Background: an optimization exercise with open tools, aiming at small area. Do not read the settings as production practice. The RTL was checked by simulation tests, not by an equivalence proof against the original design. The flow treats the clock pin as an ideal source, which a real chip does not have.

==> flow/design.v <==
module wb_trace_monitor #(
  parameter int XLEN = 32,
  parameter int NUM_REGS = 32,
  parameter int DEPTH = 16,
  parameter int WRAP_MODE = 0,
  parameter int FILTER_X0 = 1,
  localparam int RW = $clog2(NUM_REGS),
  localparam int CW = $clog2(DEPTH) + 1
) (
  input  logic            clk,
  input  logic            rst,
  input  logic            wb_en,
  input  logic [RW-1:0]   wb_rd,
  input  logic [XLEN-1:0] wb_data,
  output logic            tr_valid,
  input  logic            tr_ready,
  output logic [RW-1:0]   tr_rd,
  output logic [XLEN-1:0] tr_data,
  output logic [15:0]     tr_seq,
  output logic [CW-1:0]   tr_count,
  output logic            tr_overflow,
  input  logic            dump_req,
  output logic            dump_valid,
  input  logic            dump_ready,
  output logic [RW-1:0]   dump_idx,
  output logic [XLEN-1:0] dump_data,
  output logic            dump_busy,
  output logic            dump_done
);
  localparam int AW = $clog2(DEPTH);
  localparam int EW = RW + XLEN + 16;
  logic [EW-1:0]   fifo_q [DEPTH];
  logic [XLEN-1:0] shadow_q [1:NUM_REGS-1];
  logic [AW-1:0]   head_q, tail_q;
  logic [CW-1:0]   count_q;
  logic [15:0]     seq_q;
  logic            ovf_q, qual, full, pop, push, last;
  logic            scan_q, done_q;
  logic [RW-1:0]   idx_q;
  logic [XLEN-1:0] wdata;
  assign qual = wb_en && wb_rd != '0;
  assign full = count_q[AW];
  assign pop = count_q != '0 && tr_ready;
  assign push = qual && (!full || pop);
  assign last = dump_ready && idx_q == RW'(NUM_REGS - 1);
  assign wdata = rst ? '0 : wb_data;
  always_ff @(posedge clk) begin
    if (rst) begin
      head_q <= '0;
      tail_q <= '0;
      count_q <= '0;
      seq_q <= '0;
      ovf_q <= 1'b0;
      scan_q <= 1'b0;
      done_q <= 1'b0;
      idx_q <= '0;
    end else begin
      head_q <= head_q + AW'(pop);
      tail_q <= tail_q + AW'(push);
      count_q <= count_q + CW'(push) - CW'(pop);
      seq_q <= seq_q + 16'(qual);
      ovf_q <= ovf_q || (qual && full && !pop);
      done_q <= scan_q && last;
      scan_q <= scan_q ? !last : (!done_q && dump_req);
      idx_q <= scan_q ? idx_q + RW'(dump_ready) : '0;
    end
  end
  always_ff @(posedge clk) begin
    if (push) fifo_q[tail_q] <= {wb_rd, wb_data, seq_q};
  end
  for (genvar k = 1; k < NUM_REGS; k++) begin : g_sh
    always_ff @(posedge clk) begin
      if (rst || (qual && wb_rd == RW'(k))) shadow_q[k] <= wdata;
    end
  end
  logic [DEPTH-1:0]    hsel;
  logic [NUM_REGS-1:0] dsel;
  always_comb begin
    for (int i = 0; i < DEPTH; i++) hsel[i] = head_q == AW'(i);
    for (int i = 0; i < NUM_REGS; i++) dsel[i] = idx_q == RW'(i);
  end
  localparam int HG = DEPTH / 3;            
  localparam int DG = (NUM_REGS - 1) / 3;
  logic [EW-1:0]   hterm [HG + 1];
  logic [XLEN-1:0] dterm [DG + 1];
  for (genvar g = 0; g < HG; g++) begin : g_hrd
    wbtm_aoi3 #(.W(EW)) u_aoi (
      .s0(hsel[3*g]), .d0(fifo_q[3*g]),
      .s1(hsel[3*g+1]), .d1(fifo_q[3*g+1]),
      .s2(hsel[3*g+2]), .d2(fifo_q[3*g+2]),
      .y(hterm[g]));
  end
  for (genvar g = 0; g < DG; g++) begin : g_drd
    wbtm_aoi3 #(.W(XLEN)) u_aoi (
      .s0(dsel[3*g+1]), .d0(shadow_q[3*g+1]),
      .s1(dsel[3*g+2]), .d1(shadow_q[3*g+2]),
      .s2(dsel[3*g+3]), .d2(shadow_q[3*g+3]),
      .y(dterm[g]));
  end
  assign hterm[HG] = ~({EW{hsel[DEPTH-1]}} & fifo_q[DEPTH-1]);
  assign dterm[DG] = ~({XLEN{dsel[NUM_REGS-1]}} & shadow_q[NUM_REGS-1]);
  logic [EW-1:0]   tr_word;
  logic [XLEN-1:0] dword;
  always_comb begin
    tr_word = '1;
    for (int g = 0; g <= HG; g++) tr_word = tr_word & hterm[g];
    dword = '1;
    for (int g = 0; g <= DG; g++) dword = dword & dterm[g];
  end
  assign tr_valid = count_q != '0;
  assign {tr_rd, tr_data, tr_seq} = ~tr_word;
  assign tr_count = count_q;
  assign tr_overflow = ovf_q;
  assign dump_valid = scan_q;
  assign dump_busy = scan_q;
  assign dump_done = done_q;
  assign dump_idx = idx_q;
  assign dump_data = ~dword;
endmodule
module wbtm_aoi3 #(parameter int W = 1) (
  input  logic         s0, s1, s2,
  input  logic [W-1:0] d0, d1, d2,
  output logic [W-1:0] y
);
  assign y = ~(({W{s0}} & d0) | ({W{s1}} & d1) | ({W{s2}} & d2));
endmodule
==> flow/config.mk <==
export PLATFORM = sky130hd
export DESIGN_NAME = wb_trace_monitor
export DESIGN_NICKNAME = wb_trace_monitor
export VERILOG_FILES = /design/flow/design.v
export SDC_FILE = /design/flow/constraint.sdc
export NUM_CORES = 4
export LEC_CHECK = 0
export CAP_MARGIN = 20
export CORE_MARGIN = 2
export CORE_UTILIZATION = 65
export SLEW_MARGIN = 20
export SYNTH_HIERARCHICAL = 1
==> flow/constraint.sdc <==
create_clock -name core_clock -period 6.0 [get_ports {clk}]
set_input_delay 1.2000 -clock core_clock [delete_from_list [all_inputs] [get_ports {clk}]]
set_output_delay 1.2000 -clock core_clock [all_outputs]
set_load 0.01 [all_outputs]
run.sh (not shown) runs the stock make flow with config.mk's settings and CLKGATE_MAP_FILE= SYNTH_SCRIPT=/design/flow/synth_recipe.tcl, a recipe that flattens the netlist after the stock synthesis.
The starting point finished with timing, DRC and antenna clean.
Next try:
==> flow/flow/run.sh (new file) <==
#!/bin/bash
# The standard layout (standard.sh, unchanged synthesis), with two settings passed to ORFS:
# - clock-tree synthesis with larger sink clusters on clkbuf_16 and no dummy loads;
# - port buffers (every input and output still gets one) of the smallest buffer cell.
set -euo pipefail
CTS_ARGS="-sink_clustering_enable -repair_clock_nets -dont_use_dummy_load"
CTS_ARGS+=" -buf_list sky130_fd_sc_hd__clkbuf_16 -sink_clustering_size 30 -sink_clustering_max_diameter 80"
export CTS_ARGS
export BUFFER_PORTS_ARGS="-buffer_cell sky130_fd_sc_hd__buf_1"
bash standard.sh > standard.log 2>&1
==> flow/standard.sh (new file) <==
#!/bin/bash
# synth_recipe.tcl (not shown) runs the flow's synth.tcl, then flattens the netlist and writes it again
# the make line also repeats each setting of config.mk as NAME=value (left out here)
make -C /OpenROAD-flow-scripts/flow DESIGN_CONFIG=/design/flow/config.mk WORK_HOME=/design/flow/orfs CLKGATE_MAP_FILE= SYNTH_SCRIPT=/design/flow/synth_recipe.tcl "${@:-finish}"
removed: flow/run.sh
Sequential share of layout area is higher by 5.2 points.
Design area is lower by 6.6%.
Worst hold slack gains 0.032 ns.

[port drivers added, routing unchanged]
The results above use ideal ports. As a check the final layouts listed here were re-extracted and re-timed, cells and wires unchanged.
Step 1: set_driving_cell puts a clkbuf_16 on clk and a buf_2 on each other input, an assumption about the parent block.
Step 2 also shifts input and output timing later by t, the mid clock arrival at the registers, as if the neighbouring blocks saw the same clock.
Three values: ideal, step 1, step 2; two values: the first two.
run	shift t [ns]	slack for setup (ns)	worst register clock-pin slew, ns
the first run	0.856	0.244 / 0.167 / 0.969	0.06 / 0.06
the second run	0.738	0.950 / 0.881 / 1.246	0.12 / 0.12
After both steps setup and hold are still met in every run listed.
